What follows belongs to an exercise in optimizing a design on an open flow for small area, a short achievable clock period and few clock cycles per item; a production flow would make more cautious choices.
The RTL was checked by simulation tests, not by an equivalence proof against the original design.

==> flow/design.v (excerpt) <==
module median_filter_range_scaler
(
	input  logic                  clk,
	input  logic                  arst_n,
	input  logic                  sample_valid,
	output logic                  sample_ready,
	input  logic [SAMPLE_BITS-1:0] sample,
	output logic                  result_valid,
	input  logic                  result_ready,
	output logic [SAMPLE_BITS-1:0] result_filtered,
	output logic signed [VAL_W-1:0] result_value,
	output logic                  result_valid_res,
	input  logic                  psel,
	input  logic                  penable,
	input  logic                  pwrite,
	input  logic [APB_ADDR_W-1:0] paddr,
	input  logic [APB_DATA_W-1:0] pwdata,
	output logic [APB_DATA_W-1:0] prdata,
	output logic                  pready
);
Settings: LEC_CHECK=0, CAP_MARGIN=20, CORE_MARGIN=2, CORE_UTILIZATION=55, PLACE_DENSITY=0.75, SETUP_SLACK_MARGIN=3.3, SLEW_MARGIN=20; clock period 7.5 ns.
run.sh (not shown) runs the stock make flow with config.mk's settings and CLKGATE_MAP_FILE= SYNTH_SCRIPT=/design/flow/synth_recipe.tcl, a recipe that flattens the netlist after the stock synthesis.
The baseline finished clean.
Testbench counts at the start, summed over its fixed seeds: cycles 4,224, items 3,840.
Rerun with:
--- a/flow/config.mk
+++ b/flow/config.mk
@@ -11,3 +11,3 @@
 export PLACE_DENSITY = 0.75
-export SETUP_SLACK_MARGIN = 3.3
+export SETUP_SLACK_MARGIN = 2.6
 export SLEW_MARGIN = 20
After rerunning:
- setup slack is worse by 0.43 ns
- utilization went down by 5.2 points
- wire length goes down by 8.8%
- die area does not change
- global-route usage decreases by 1.7 points
- via count came out lower by about 5.4%
- final area fell by 7.7%
- flip-flop and latch count stays the same
- hold slack got worse by 0.0052 ns
Rerun with:
--- a/flow/config.mk
+++ b/flow/config.mk
@@ -9,5 +9,5 @@
 export CORE_MARGIN = 2
-export CORE_UTILIZATION = 55
-export PLACE_DENSITY = 0.75
-export SETUP_SLACK_MARGIN = 2.6
+export CORE_UTILIZATION = 50
+export PLACE_DENSITY = 0.7
+export SETUP_SLACK_MARGIN = 2.8
 export SLEW_MARGIN = 20
After rerunning: Register-to-register slack is better by 0.04 ns. Setup slack is better by 0.21 ns. Non-clock buffer count rises by 13. Die area rises by roughly a tenth. Utilization falls by 4.8 points.
Rerun with:
--- a/flow/config.mk
+++ b/flow/config.mk
@@ -9,5 +9,5 @@
 export CORE_MARGIN = 2
-export CORE_UTILIZATION = 50
-export PLACE_DENSITY = 0.7
-export SETUP_SLACK_MARGIN = 2.8
+export CORE_UTILIZATION = 62
+export PLACE_DENSITY = 0.8
+export SETUP_SLACK_MARGIN = 3.0
 export SLEW_MARGIN = 20
=> The new run finished with timing, DRC and antenna clean. Die area decreases by 19%. Worst setup slack gets better by 0.15 ns. Non-clock buffer count came out higher by 61. Synthesized area does not change. Wire length rose by 7.3%. Via count grows by 6.8%. Final area grows by 2.3%. Worst hold slack loses 0.0075 ns. Core utilization came out higher by 16 points. Count of clock-buffer cells in the layout went up by 1.

---

## try-onyx
median_filter_range_scaler, a different RTL version from the one above (not shown whole).
Size in the first run: roughly 260 flip-flops, about 0.024 mm^2 of cells after synthesis.
make LEC_CHECK=0 CAP_MARGIN=20 CORE_MARGIN=2 CORE_UTILIZATION=40 PLACE_DENSITY=0.6 SETUP_SLACK_MARGIN=2.5 SLEW_MARGIN=20 finish   # period 7.5 ns
Testbench counts of try-onyx, summed over its fixed seeds: cycles 4,224, items 3,840.
Input-level comparison between try-quartz and try-onyx:
Settings: SETUP_SLACK_MARGIN: 2.5 -> 3.0.
- Iteration count of the initial detailed-routing pass came out exactly the same in try-quartz and try-onyx.
- try-quartz against try-onyx; routed via count divided by cell count is up slightly.
- NOTE: clock buffer instance count of the final layout in try-quartz exceeds that of try-onyx
- Summary — non-clock buffer contribution to total cell area, try-quartz relative to try-onyx: higher, by 1.4 points.
- Compared with try-onyx, try-quartz shows a proportion of cell area occupied by registers that is 0.76 points lower.
- Sort try-quartz and try-onyx by final standard cell utilization of the core desc -> top: try-quartz
- Changes observed in try-quartz relative to try-onyx: share of the final layout cell area in multi-input gates decreased 0.37 points, overall global routing resource usage increased 0.51 points, worst setup slack increased 0.26 ns, cell count increased 1.1%.

---

Starting RTL as in the previous note.
clock: 7.5 ns
lec_check: 0
cap_margin: 20
core_margin: 2
core_utilization: 40
place_density: 0.6
setup_slack_margin: 3.5
slew_margin: 20
Testbench counts at the start, summed over its fixed seeds: cycles 4,224, items 3,840.
Edit:
--- a/flow/config.mk
+++ b/flow/config.mk
@@ -9,5 +9,5 @@
 export CORE_MARGIN = 2
-export CORE_UTILIZATION = 40
-export PLACE_DENSITY = 0.6
-export SETUP_SLACK_MARGIN = 3.5
+export CORE_UTILIZATION = 55
+export PLACE_DENSITY = 0.75
+export SETUP_SLACK_MARGIN = 3.0
 export SLEW_MARGIN = 20
Hold slack barely changes.
Register-to-register slack loses 0.02 ns.
Wire length shrinks by 6.7%.
Global-route usage rose by 5.8 points.
Utilization came out higher by 14 points.
Via count goes down by 1.1%.
Die area came out lower by 27%.
First-iteration DRC count rose by 44%.
Synthesized area does not change.

---

median_filter_range_scaler with an RTL version that a note above also has.
Size: roughly 260 flip-flops.
==> flow/config.mk <==
export PLATFORM = sky130hd
export DESIGN_NAME = median_filter_range_scaler
export DESIGN_NICKNAME = median_filter_range_scaler
export VERILOG_FILES = /design/flow/design.v
export SDC_FILE = /design/flow/constraint.sdc
export NUM_CORES = 4
export LEC_CHECK = 0
export CAP_MARGIN = 20
export CORE_MARGIN = 2
export CORE_UTILIZATION = 55
export PLACE_DENSITY = 0.75
export SETUP_SLACK_MARGIN = 3.0
export SLEW_MARGIN = 20
export TNS_END_PERCENT = 0
==> flow/constraint.sdc <==
create_clock -name core_clock -period 7.5 [get_ports {clk}]
set_input_delay 1.5000 -clock core_clock [delete_from_list [all_inputs] [get_ports {clk}]]
set_output_delay 1.5000 -clock core_clock [all_outputs]
set_load 0.01 [all_outputs]
Testbench counts at the start, summed over its fixed seeds: cycles 4,224, items 3,840.
Then changed:
TNS_END_PERCENT = unset   (was 0)
=> Clock skew went down by 5.0 ps; via count is about the same; wire length went down by 1.3%; non-clock buffer count went down by 15.
Then changed:
CAP_MARGIN = 5   (was 20)
SLEW_MARGIN = 5   (was 20)
Setup slack stays the same.
Via count is unchanged.
Global-route usage stays the same.
Maximum frequency is unchanged.
Routed wire length is unchanged.
Die area is unchanged.
Non-clock buffer count does not change.
Design area stays the same.

==> afterwards: timing with drivers on the ports <==
The results above use ideal ports. As a check the final layouts listed here were re-extracted and re-timed, cells and wires unchanged.
Step 1 (the two cells are an assumption about what drives the block):
set clk [get_ports {clk}]
set_driving_cell -lib_cell sky130_fd_sc_hd__clkbuf_16 $clk
set_driving_cell -lib_cell sky130_fd_sc_hd__buf_2 [delete_from_list [all_inputs] $clk]
Step 2, shift: input delay + t, output delay - t, t = (earliest + latest rising clock arrival at the registers) / 2. This alone moves slack from input paths to output paths.
Slacks: ideal / step 1 / step 2; pairs: ideal / step 1.
run	t, ns	slack for setup (ns)	worst data-port slew with drivers (ns)
the first run of note 1	0.647	3.055 / 3.055 / 2.553	0.05
the second run of note 1	0.635	2.621 / 2.614 / 2.005	0.06
the third run of note 1	0.596	2.830 / 2.828 / 2.386	0.07
the fourth run of note 1	0.654	2.975 / 2.975 / 2.502	0.05
try-onyx	0.641	2.577 / 2.551 / 2.551	0.08
try-quartz	0.647	2.833 / 2.833 / 2.833	0.10
the first run of note 3	0.647	2.913 / 2.913 / 2.913	0.17
the second run of note 3	0.631	2.896 / 2.896 / 2.896	0.04
the first run of note 4	0.631	2.788 / 2.821 / 2.190	0.06
the second run of note 4	0.621	3.002 / 3.013 / 2.392	0.04
the third run of note 4	0.621	3.002 / 3.013 / 2.392	0.04
After both steps setup and hold are still met in every run listed. The setup slack of the second run of note 1, which loses most, moves by -0.007 ns with the drivers and by -0.616 ns with both steps.
